This is an optimization exercise on Yosys and OpenROAD, whose aim is small area, a short achievable clock period and few clock cycles, not a production implementation.
At most, simulation tests tie the RTL to the original design; equivalence was not proved.

== harbor ==
Design seq_store_top, start of the top module:
module seq_store_top (
  input  wire logic                  clk_i,
  input  wire logic                  rst_ni,
  input  wire logic                  rx_deshfu_valid_i,
  output logic                       rx_deshfu_ready_o,
  input  wire store_pkg::seq_entry_t rx_deshfu_i,
  input  wire logic                  txn_valid_i,
  output logic                       txn_ready_o,
  input  wire store_pkg::txn_beat_t  txn_i,
  input  wire logic                  meta_valid_i,
  output logic                       meta_ready_o,
  input  wire store_pkg::meta_t      meta_i,
  output logic                       axi_w_valid_o,
  input  wire logic                  axi_w_ready_i,
  output store_pkg::w_beat_t         axi_w_o
);
For scale: ~1200 cells after synthesis, roughly 0.015 mm2 of cells after synthesis.
Settings: LEC_CHECK=0, CAP_MARGIN=20, CORE_MARGIN=2, CORE_UTILIZATION=60, CTS_CLUSTER_DIAMETER=75, CTS_CLUSTER_SIZE=40, PLACE_DENSITY=0.75, SETUP_SLACK_MARGIN=3.3, SLEW_MARGIN=20, SYNTH_HIERARCHICAL=1, TNS_END_PERCENT=20; clock period 6.3 ns.
standard.sh (not shown) runs the stock make flow with config.mk's settings and CLKGATE_MAP_FILE= SYNTH_SCRIPT=/design/flow/synth_recipe.tcl, a recipe that flattens the netlist after the stock synthesis.
==> flow/flow/run.sh <==
#!/bin/bash
# Standard ORFS layout, with the port buffers inserted as the smallest buffer
# (the resizer still upsizes any that timing needs).
set -euo pipefail
export BUFFER_PORTS_ARGS="-buffer_cell sky130_fd_sc_hd__buf_1"
bash standard.sh finish > standard_flow.log 2>&1
harbor was carried through to the last stage, and its layout satisfied the timing, DRC and antenna checks.
Testbench counts of harbor, summed over its fixed seeds: cycles 8,613.
Input changes introduced in ember (baseline for comparison: harbor):
-- flow/config.mk --
<<< harbor, line 10
export CORE_UTILIZATION = 60
export CTS_CLUSTER_DIAMETER = 75
export CTS_CLUSTER_SIZE = 40
export PLACE_DENSITY = 0.75
>>> ember, line 10
export CORE_UTILIZATION = 60
export PLACE_DENSITY = 0.75
[summary]
- Side by side, multi-input logic area turned out lower in ember than in harbor.
- Compared with harbor, ember shows a lower final critical-path setup slack.
- As of ember, initial detailed-routing violation count had risen by more than 10% compared to harbor.
diff inputs: ember => sierra
==> flow/config.mk <==
export PLATFORM = sky130hd
export DESIGN_NAME = seq_store_top
export DESIGN_NICKNAME = seq_store_top
export VERILOG_FILES = /design/flow/design.v
export SDC_FILE = /design/flow/constraint.sdc
export NUM_CORES = 4
export LEC_CHECK = 0
export ABC_AREA = 1
export CAP_MARGIN = 20
export CORE_MARGIN = 2
export CORE_UTILIZATION = 60
export CTS_CLUSTER_DIAMETER = 70
export CTS_CLUSTER_SIZE = 32
export SETUP_SLACK_MARGIN = 3.3
export SLEW_MARGIN = 20
export SYNTH_HIERARCHICAL = 1
Results
Summary — multiplexer fraction of the synthesized cell area, sierra relative to ember: lower, by 35 points. sierra vs. ember: sequential cell area in the final layout saw little to no change; floorplan die area rose about 5%; total routed wirelength higher; path length in cells of the critical path increased by 1 relative to the old numbers. Going from ember to sierra, layout overhead on the synthesized area went down 4.4 points; non-clock buffer count went down 3.8%.
Input-level comparison between tundra and sierra:
-- flow/config.mk --
<<< sierra, line 7
export LEC_CHECK = 0
export ABC_AREA = 1
export CAP_MARGIN = 20
>>> tundra, line 7
export LEC_CHECK = 0
export CAP_MARGIN = 20
<<< sierra, line 13
export CTS_CLUSTER_SIZE = 32
export SETUP_SLACK_MARGIN = 3.3
export SLEW_MARGIN = 20
>>> tundra, line 12
export CTS_CLUSTER_SIZE = 32
export SETUP_SLACK_MARGIN = 3.5
export SLEW_MARGIN = 20
Results
Lower number of instances in the synthesized netlist among sierra and tundra: tundra
Summary: with sierra as the reference, maximum clock frequency in tundra moved down slightly.


Another version of the RTL of seq_store_top (not shown whole).
Size: ~200 flip-flops, ~270 I/O pins, ~15000 µm² of cells after synthesis.
==> flow/design.v (excerpt) <==
module seq_store_top (
  input  wire logic                  clk_i,
  input  wire logic                  rst_ni,
  input  wire logic                  rx_deshfu_valid_i,
  output logic                       rx_deshfu_ready_o,
  input  wire store_pkg::seq_entry_t rx_deshfu_i,
  input  wire logic                  txn_valid_i,
  output logic                       txn_ready_o,
  input  wire store_pkg::txn_beat_t  txn_i,
  input  wire logic                  meta_valid_i,
  output logic                       meta_ready_o,
  input  wire store_pkg::meta_t      meta_i,
  output logic                       axi_w_valid_o,
  input  wire logic                  axi_w_ready_i,
  output store_pkg::w_beat_t         axi_w_o
);
Settings: LEC_CHECK=0, CAP_MARGIN=20, CORE_MARGIN=2, CORE_UTILIZATION=60, CTS_CLUSTER_DIAMETER=60, CTS_CLUSTER_SIZE=25, SETUP_SLACK_MARGIN=3.3, SLEW_MARGIN=20; clock period 6.3 ns.
Scripts as last shown in full above: flow/flow/run.sh
The starting point finished clean.
Rerun with:
Settings changed: CTS_CLUSTER_DIAMETER 60 to 70, CTS_CLUSTER_SIZE 25 to 32, SETUP_SLACK_MARGIN 3.3 to 3.0.
What happened: The changed run finished clean; via count is higher slightly; synthesized area does not change; die area does not change.
Rerun with:
Settings changed: CTS_CLUSTER_DIAMETER 70 to not set, CTS_CLUSTER_SIZE 32 to not set, SETUP_SLACK_MARGIN 3.0 to 3.3.
Result: Final area climbs by 1.3%; worst setup slack gets better by 0.090 ns; sequential share of layout area went down by 0.45 points; die area does not change; hold slack is better by 0.0091 ns.
Rerun with:
Settings changed: CTS_CLUSTER_DIAMETER set to 70, CTS_CLUSTER_SIZE set to 32.
=> Synthesized cell count stays the same; design area is about the same; first-iteration DRC count climbs by 1.5%; global-route usage falls by 0.12 points; worst hold slack improves by 0.0058 ns.
No run of this note included a check of the RTL's function; only the layout flow was run.


Another version of the RTL of seq_store_top (not shown whole).
Size in the first run: roughly 1300 cells after synthesis, ~15000 µm² of cells after synthesis.
==> flow/config.mk <==
export PLATFORM = sky130hd
export DESIGN_NAME = seq_store_top
export DESIGN_NICKNAME = seq_store_top
export VERILOG_FILES = /design/flow/design.v
export SDC_FILE = /design/flow/constraint.sdc
export NUM_CORES = 4
export LEC_CHECK = 0
export CAP_MARGIN = 20
export CORE_MARGIN = 2
export CORE_UTILIZATION = 60
export SETUP_SLACK_MARGIN = 3.3
export SLEW_MARGIN = 20
export SYNTH_HIERARCHICAL = 1
==> flow/constraint.sdc <==
create_clock -name core_clock -period 6.3 [get_ports {clk_i}]
set_input_delay 1.2600 -clock core_clock [delete_from_list [all_inputs] [get_ports {clk_i}]]
set_output_delay 1.2600 -clock core_clock [all_outputs]
set_load 0.01 [all_outputs]
Scripts as last shown in full above: flow/flow/run.sh
==> next run, changes <==
CTS_CLUSTER_DIAMETER = 70   (was unset)
CTS_CLUSTER_SIZE = 32   (was unset)
After rerunning: Flip-flop and latch count is unchanged; setup slack improved by 0.040 ns; global-route usage fell by 0.18 points.
No functional check of the RTL was part of any run of this note.


lagoon:
RTL: one of the versions met above, not the one the previous note started from.
Size in the first run: ~1200 cells after synthesis, ~210 flip-flops, roughly 270 I/O pins, roughly 0.015 mm2 of cells after synthesis.
==> flow/design.v (excerpt) <==
module seq_store_top (
  input  wire logic                  clk_i,
  input  wire logic                  rst_ni,
  input  wire logic                  rx_deshfu_valid_i,
  output logic                       rx_deshfu_ready_o,
  input  wire store_pkg::seq_entry_t rx_deshfu_i,
  input  wire logic                  txn_valid_i,
  output logic                       txn_ready_o,
  input  wire store_pkg::txn_beat_t  txn_i,
  input  wire logic                  meta_valid_i,
  output logic                       meta_ready_o,
  input  wire store_pkg::meta_t      meta_i,
  output logic                       axi_w_valid_o,
  input  wire logic                  axi_w_ready_i,
  output store_pkg::w_beat_t         axi_w_o
);
export LEC_CHECK = 0
export CAP_MARGIN = 20
export CORE_MARGIN = 2
export CORE_UTILIZATION = 65
export CTS_CLUSTER_DIAMETER = 70
export CTS_CLUSTER_SIZE = 32
export PLACE_DENSITY = 0.75
export SETUP_SLACK_MARGIN = 3.3
export SLEW_MARGIN = 20
export SYNTH_HIERARCHICAL = 1
export TNS_END_PERCENT = 20
create_clock -name core_clock -period 6.3 [get_ports {clk_i}]
Scripts as last shown in full above: flow/flow/run.sh
Testbench counts of lagoon, summed over its fixed seeds: cycles 8,613.
Inputs modified between lagoon and fjord:
- a change of CORE_UTILIZATION from 65 to 60
[summary]
- For flip-flop and latch share of the layout cell area, fjord and lagoon come out practically identical.
- fjord: PASS, flow complete, no timing, DRC or antenna violations
- lagoon ended with every stage complete and zero timing, DRC or antenna violations.
- For fjord, the end point of the critical path was txn_ready_o, unlike lagoon, where it was tn_final_q.
- On fjord: wire length is 0.85% lower than what lagoon gave.
- fjord vs lagoon: critical path required time down
- Sort fjord and lagoon by final core utilization, ascending, and fjord comes first.
Relative to fjord, the following input files were edited for amber:
- SETUP_SLACK_MARGIN: 3.3 -> 3.4
Results
Design area: fjord and amber compared, lower one is fjord.


Setup of job 2303:
seq_store_top again, from the RTL that the note above started with.
==> flow/config.mk <==
export PLATFORM = sky130hd
export DESIGN_NAME = seq_store_top
export DESIGN_NICKNAME = seq_store_top
export VERILOG_FILES = /design/flow/design.v
export SDC_FILE = /design/flow/constraint.sdc
export NUM_CORES = 4
export LEC_CHECK = 0
export CAP_MARGIN = 20
export CORE_MARGIN = 2
export CORE_UTILIZATION = 60
export CTS_CLUSTER_DIAMETER = 70
export CTS_CLUSTER_SIZE = 32
export PLACE_DENSITY = 0.75
export SETUP_SLACK_MARGIN = 3.3
export SLEW_MARGIN = 20
export SYNTH_HIERARCHICAL = 1
export TNS_END_PERCENT = 5
==> flow/constraint.sdc <==
create_clock -name core_clock -period 6.3 [get_ports {clk_i}]
set_input_delay 1.2600 -clock core_clock [delete_from_list [all_inputs] [get_ports {clk_i}]]
set_output_delay 1.2600 -clock core_clock [all_outputs]
set_load 0.01 [all_outputs]
Scripts as last shown in full above: flow/flow/run.sh
Job 2303 | status: complete | timing, DRC, antenna: pass
Testbench counts of job 2303, summed over its fixed seeds: cycles 8,613.
### job 2303 -> job 7051
- TNS_END_PERCENT now 35, was 5
- Per the final summary, job 7051 finished and its layout is clean on timing, DRC and antenna.
- Sort job 7051 and job 2303 by path length in cells of the critical path, descending, and job 2303 comes first.
- | global-route usage over all layers | job 2303 vs job 7051 | ≈ equal |
- The maximum clock frequency of job 7051 is higher than that of job 2303.
- There was hardly any difference in final net count between job 7051 and job 2303.
- Storage element area delta (job 2303 -> job 7051): insignificant
- Between job 7051 and job 2303, the difference in number of non-filler instances in the completed layout is negligible.
diff inputs: job 7051 => job 9845
- TNS_END_PERCENT no longer set, was 35
- PLACE_DENSITY no longer set, was 0.75
==> comparison <==
On job 9845: worst hold slack is 0.0057 ns lower than what job 7051 gave.
Diff job 7051 -> job 9845: CTS clock-pin slew for the worst setup and hold paths flat; relative slew slack went up 0.77 points.
Initial antenna violation count (lower): job 7051


## the previous run
The RTL this note starts from:
==> flow/design.v <==
`default_nettype none
package store_pkg;
  localparam int unsigned BUS_NIBBLES = 16;
  localparam int unsigned BUS_BYTES   = 8;
  localparam int unsigned BUS_NB_W    = 4;
  localparam int unsigned SEQ_NIBBLES = 32;
  localparam int unsigned SEQ_NB_W    = 5;
  typedef struct packed {
    logic [SEQ_NIBBLES-1:0][3:0] nb;
    logic [SEQ_NIBBLES-1:0]      en;
  } seq_entry_t;
  typedef struct packed {
    logic [BUS_NB_W-1:0] addr_off;
    logic                is_head;
    logic [BUS_NB_W:0]   lbn;
    logic                is_last;
    logic                is_final;
  } txn_beat_t;
  typedef struct packed {
    logic [7:0] vstart;
    logic [1:0] eew;
  } meta_t;
  typedef struct packed {
    logic [4*BUS_NIBBLES-1:0] data;
    logic [BUS_BYTES-1:0]     strb;
    logic                     last;
  } w_beat_t;
  typedef struct packed {
    logic                load;
    logic [SEQ_NB_W-1:0] load_ptr;
    logic                advance;
    logic [BUS_NB_W:0]   adv_cnt;
    logic                bus_clear;
    logic                seq_clear;
  } cursor_cmd_t;
  typedef struct packed {
    logic [BUS_NB_W:0]   start;
    logic [BUS_NB_W:0]   upper;
    logic [SEQ_NB_W-1:0] seq_ptr;
  } pack_win_t;
endpackage
`default_nettype wire
`timescale 1ns/1ps
`default_nettype none
module seq_store_top (
  input  wire logic                  clk_i,
  input  wire logic                  rst_ni,
  input  wire logic                  rx_deshfu_valid_i,
  output logic                       rx_deshfu_ready_o,
  input  wire store_pkg::seq_entry_t rx_deshfu_i,
  input  wire logic                  txn_valid_i,
  output logic                       txn_ready_o,
  input  wire store_pkg::txn_beat_t  txn_i,
  input  wire logic                  meta_valid_i,
  output logic                       meta_ready_o,
  input  wire store_pkg::meta_t      meta_i,
  output logic                       axi_w_valid_o,
  input  wire logic                  axi_w_ready_i,
  output store_pkg::w_beat_t         axi_w_o
);
  logic        in_req_q;
  logic        hold_q;
  logic [4:0]  ptr_q;
  logic [15:0][3:0] hi_nb_q;
  logic [15:0]      hi_en_q;
  logic        out_valid_q;
  store_pkg::w_beat_t out_q;
  logic        tq_valid_q;
  logic [3:0]  tq_lower_q;
  logic [4:0]  tq_upper_q;
  logic        tq_last_q;
  logic        tq_final_q;
  logic [4:0]  sum_q;     
  logic        span_q;    
  logic        ge17_q;    
  logic        ge32_q;    
  logic [4:0]  rot_q;     
  logic base;
  logic straddle;
  logic slot_free;
  logic need_x;
  logic step;
  logic capture;
  logic take_x;
  logic fin;
  logic load_meta;
  logic load_tq;
  assign base      = in_req_q && tq_valid_q;
  assign straddle     = !hold_q && span_q;
  assign slot_free = !out_valid_q || axi_w_ready_i;
  assign need_x    = !hold_q || span_q;
  assign fin       = tq_final_q;
  assign capture   = base && straddle && rx_deshfu_valid_i;
  assign step      = base && !straddle && slot_free && (!need_x || rx_deshfu_valid_i);
  assign take_x    = capture || (step && (fin ? need_x : (!hold_q && ge17_q)));
  assign load_meta = meta_valid_i && (!in_req_q || (step && fin));
  assign load_tq   = txn_valid_i && txn_ready_o;
  assign txn_ready_o       = !tq_valid_q || step;
  assign rx_deshfu_ready_o = (base && straddle)
                             || (base && !straddle && slot_free
                                 && (fin ? need_x : (!hold_q && ge17_q)));
  assign meta_ready_o      = !in_req_q || (step && fin);
  logic [4:0] meta_off;
  logic [4:0] ptr_n;
  logic [3:0] lower_n;
  logic [4:0] upper_n;
  always_comb begin
    case (meta_i.eew)
      2'd0:    meta_off = {meta_i.vstart[3:0], 1'b0};
      2'd1:    meta_off = {meta_i.vstart[2:0], 2'b0};
      2'd2:    meta_off = {meta_i.vstart[1:0], 3'b0};
      default: meta_off = {meta_i.vstart[0], 4'b0};
    endcase
  end
  logic [3:0] lower_p;
  logic [4:0] upper_p;
  logic [4:0] ptr_c;
  logic [3:0] lower_c;
  logic [4:0] upper_c;
  logic [5:0] sum_a;
  logic [5:0] sum_b;
  logic [5:0] sum_c;
  logic [4:0] rot_a;
  logic [4:0] rot_b;
  logic [4:0] rot_c;
  assign lower_p = txn_i.is_head ? txn_i.addr_off : 4'd0;
  assign upper_p = txn_i.is_last ? txn_i.lbn : 5'd16;
  assign ptr_c   = in_req_q ? ptr_q : meta_off;
  assign lower_c = tq_valid_q ? tq_lower_q : lower_p;
  assign upper_c = tq_valid_q ? tq_upper_q : upper_p;
  assign sum_a = {1'b0, sum_q} + {1'b0, upper_p} - {2'b0, lower_p};
  assign sum_b = {1'b0, meta_off} + {1'b0, upper_p} - {2'b0, lower_p};
  assign sum_c = {1'b0, ptr_c} + {1'b0, upper_c} - {2'b0, lower_c};
  assign rot_a = sum_q - {1'b0, lower_p};
  assign rot_b = meta_off - {1'b0, lower_p};
  assign rot_c = ptr_c - {1'b0, lower_c};
  always_comb begin
    if (step) begin
      ptr_n   = fin ? meta_off : sum_q;
      lower_n = lower_p;
      upper_n = upper_p;
    end else begin
      ptr_n   = ptr_c;
      lower_n = lower_c;
      upper_n = upper_c;
    end
  end
  logic [5:0] sum_s;
  logic [4:0] rot_s;
  always_comb begin
    if (step) begin
      sum_s = fin ? sum_b : sum_a;
      rot_s = fin ? rot_b : rot_a;
    end else begin
      sum_s = sum_c;
      rot_s = rot_c;
    end
  end
  always_ff @(posedge clk_i or negedge rst_ni) begin
    if (!rst_ni) begin
      in_req_q   <= 1'b0;
      hold_q     <= 1'b0;
      tq_valid_q <= 1'b0;
    end else begin
      if (capture) begin
        hold_q <= 1'b1;
      end else if (step) begin
        if (fin) begin
          hold_q <= 1'b0;
        end else if (hold_q) begin
          hold_q <= !ge32_q;
        end else begin
          hold_q <= ge17_q && !ge32_q;
        end
      end
      if (load_meta) begin
        in_req_q <= 1'b1;
      end else if (step && fin) begin
        in_req_q <= 1'b0;
      end
      if (txn_ready_o) begin
        tq_valid_q <= txn_valid_i;
      end
    end
  end
  always_ff @(posedge clk_i) begin
    ptr_q  <= ptr_n;
    sum_q  <= sum_s[4:0];
    span_q <= step ? (fin ? sum_b > 6'd32 : sum_a > 6'd32) : sum_c > 6'd32;
    ge17_q <= step ? (fin ? sum_b >= 6'd17 : sum_a >= 6'd17) : sum_c >= 6'd17;
    ge32_q <= sum_s[5];
    rot_q  <= rot_s;
    if (load_tq) begin
      tq_lower_q <= lower_n;
      tq_upper_q <= upper_n;
      tq_last_q  <= txn_i.is_last;
      tq_final_q <= txn_i.is_final;
    end
  end
  always_ff @(posedge clk_i) begin
    if (take_x) begin
      for (int j = 0; j < 16; j++) begin
        hi_nb_q[j] <= rx_deshfu_i.nb[16+j];
      end
      hi_en_q <= rx_deshfu_i.en[31:16];
    end
  end
  logic [31:0][4:0] view;
  always_comb begin
    for (int j = 0; j < 32; j++) begin
      if (j >= 17 && hold_q) begin
        view[j] = {hi_en_q[j-16], hi_nb_q[j-16]};
      end else begin
        view[j] = {rx_deshfu_i.en[j], rx_deshfu_i.nb[j]};
      end
    end
  end
  logic [30:0][4:0] r4;
  logic [22:0][4:0] r3;
  logic [18:0][4:0] r2;
  logic [16:0][4:0] r1;
  logic [15:0][4:0] r0;
  always_comb begin
    for (int k = 0; k < 31; k++) r4[k] = rot_q[4] ? view[(k+16)%32] : view[k];
    for (int k = 0; k < 23; k++) r3[k] = rot_q[3] ? r4[k+8] : r4[k];
    for (int k = 0; k < 19; k++) r2[k] = rot_q[2] ? r3[k+4] : r3[k];
    for (int k = 0; k < 17; k++) r1[k] = rot_q[1] ? r2[k+2] : r2[k];
    for (int k = 0; k < 16; k++) r0[k] = rot_q[0] ? r1[k+1] : r1[k];
  end
  logic [15:0][3:0] bus_nb;
  logic [15:0]      bus_en;
  logic [7:0]       bus_strb;
  always_comb begin
    for (int i = 0; i < 16; i++) begin
      if (4'(i) >= tq_lower_q && 5'(i) < tq_upper_q) begin
        bus_nb[i] = r0[i][3:0];
        bus_en[i] = r0[i][4];
      end else begin
        bus_nb[i] = 4'd0;
        bus_en[i] = 1'b0;
      end
    end
    for (int k = 0; k < 8; k++) begin
      bus_strb[k] = bus_en[2*k] | bus_en[2*k+1];
    end
  end
  always_ff @(posedge clk_i or negedge rst_ni) begin
    if (!rst_ni) begin
      out_valid_q <= 1'b0;
    end else if (step) begin
      out_valid_q <= 1'b1;
    end else if (axi_w_ready_i) begin
      out_valid_q <= 1'b0;
    end
  end
  always_ff @(posedge clk_i) begin
    if (step) begin
      out_q.data <= bus_nb;
      out_q.strb <= bus_strb;
      out_q.last <= tq_last_q;
    end
  end
  assign axi_w_valid_o = out_valid_q;
  assign axi_w_o       = out_q;
endmodule
`default_nettype wire
Settings: LEC_CHECK=0, CAP_MARGIN=20, CORE_MARGIN=2, CORE_UTILIZATION=60, SETUP_SLACK_MARGIN=3.0, SLEW_MARGIN=20; clock period 6.3 ns.
Scripts as last shown in full above: flow/flow/run.sh
Testbench counts of the previous run, summed over its fixed seeds: cycles 8,605.
Input-level comparison between the current run and the previous run:
# the previous run
export LEC_CHECK = 0
export CAP_MARGIN = 20
export CORE_MARGIN = 2
export CORE_UTILIZATION = 60
export SETUP_SLACK_MARGIN = 3.0
export SLEW_MARGIN = 20
create_clock -name core_clock -period 6.3 [get_ports {clk_i}]
# the current run
export LEC_CHECK = 0
export CAP_MARGIN = 20
export CORE_MARGIN = 2
export CORE_UTILIZATION = 60
export SETUP_SLACK_MARGIN = 3.3
export SLEW_MARGIN = 20
create_clock -name core_clock -period 6.3 [get_ports {clk_i}]
## What came out
The current run: all stages complete, timing, DRC and antenna checks passed
As far as maximum level of the CTS H-tree goes, the previous run and the current run are indistinguishable; the numbers are identical.
Compared the previous run against the current run; number of flip-flops and latches in the synthesized netlist within noise.
As of the current run, routed wire length had risen by a few percent compared to the previous run.
Setup slack (the current run over the previous run): decrease, 0.078 ns
Taking the previous run as the reference, in the current run multi-input gate share of the layout cell area fell 0.94 points, hold slack shrank by 0.020 ns.

## static timing again, ports no longer ideal
Ports are ideal in the flow. The routed layouts listed here were re-timed in OpenROAD.
Step 1 assumes that a clkbuf_16 drives the clock port and a buf_2 every other input.
Step 2 moves the port delays by t, midway between the first and last clock arrival at a register: inputs arrive t later, outputs are due t later. That takes back most of the time a late clock gives input paths.
a / b / c = ideal / step 1 / step 2; a / b = the first two.
| run | shift t [ns] | setup WS [ns] | hold slack, ns | worst setup path after step 2 | worst data-port slew with drivers (ns) |
|---|---|---|---|---|---|
| harbor | 0.531 | 3.253 / 3.245 / 2.730 | 0.436 / 0.436 / 0.436 | input to register | 0.08 |
| ember | 0.568 | 3.185 / 3.185 / 2.763 | 0.428 / 0.428 / 0.428 | input to register | 0.09 |
| sierra | 0.575 | 3.280 / 3.259 / 2.717 | 0.434 / 0.434 / 0.434 | input to register | 0.17 |
| tundra | 0.553 | 3.243 / 3.192 / 2.947 | 0.425 / 0.425 / 0.425 | input to register | 0.13 |
| the first run of note 2 | 0.573 | 3.080 / 3.053 / 2.952 | 0.437 / 0.437 / 0.437 | input to register | 0.09 |
| the second run of note 2 | 0.575 | 3.026 / 3.026 / 2.652 | 0.428 / 0.428 / 0.428 | input to register | 0.07 |
| the third run of note 2 | 0.570 | 3.116 / 3.081 / 2.963 | 0.437 / 0.437 / 0.437 | input to register | 0.09 |
| the fourth run of note 2 | 0.558 | 3.130 / 3.100 / 2.911 | 0.443 / 0.443 / 0.443 | input to register | 0.09 |
| the first run of note 3 | 0.575 | 3.196 / 3.143 / 2.878 | 0.425 / 0.425 / 0.425 | input to register | 0.07 |
| the second run of note 3 | 0.538 | 3.235 / 3.186 / 2.887 | 0.437 / 0.437 / 0.437 | input to register | 0.07 |
| lagoon | 0.534 | 3.278 / 3.248 / 2.754 | 0.434 / 0.434 / 0.434 | input to register | 0.08 |
| fjord | 0.542 | 3.311 / 3.277 / 2.852 | 0.436 / 0.436 / 0.436 | input to register | 0.08 |
| amber | 0.545 | 3.310 / 3.276 / 2.839 | 0.436 / 0.436 / 0.436 | input to register | 0.09 |
| job 2303 | 0.543 | 3.212 / 3.179 / 2.775 | 0.436 / 0.436 / 0.436 | input to register | 0.08 |
| job 7051 | 0.542 | 3.311 / 3.277 / 2.819 | 0.436 / 0.436 / 0.436 | input to register | 0.09 |
| job 9845 | 0.555 | 3.270 / 3.236 / 2.848 | 0.431 / 0.431 / 0.431 | input to register | 0.11 |
| the previous run | 0.504 | 2.841 / 2.790 / 2.452 | 0.448 / 0.448 / 0.448 | input to register | 0.07 |
| the current run | 0.510 | 2.762 / 2.716 / 2.299 | 0.427 / 0.427 / 0.427 | input to register | 0.08 |
After both steps setup and hold are still met in every run listed. For sierra, which loses most, drivers alone change the setup slack by -0.021 ns; drivers and shift together by -0.563 ns.
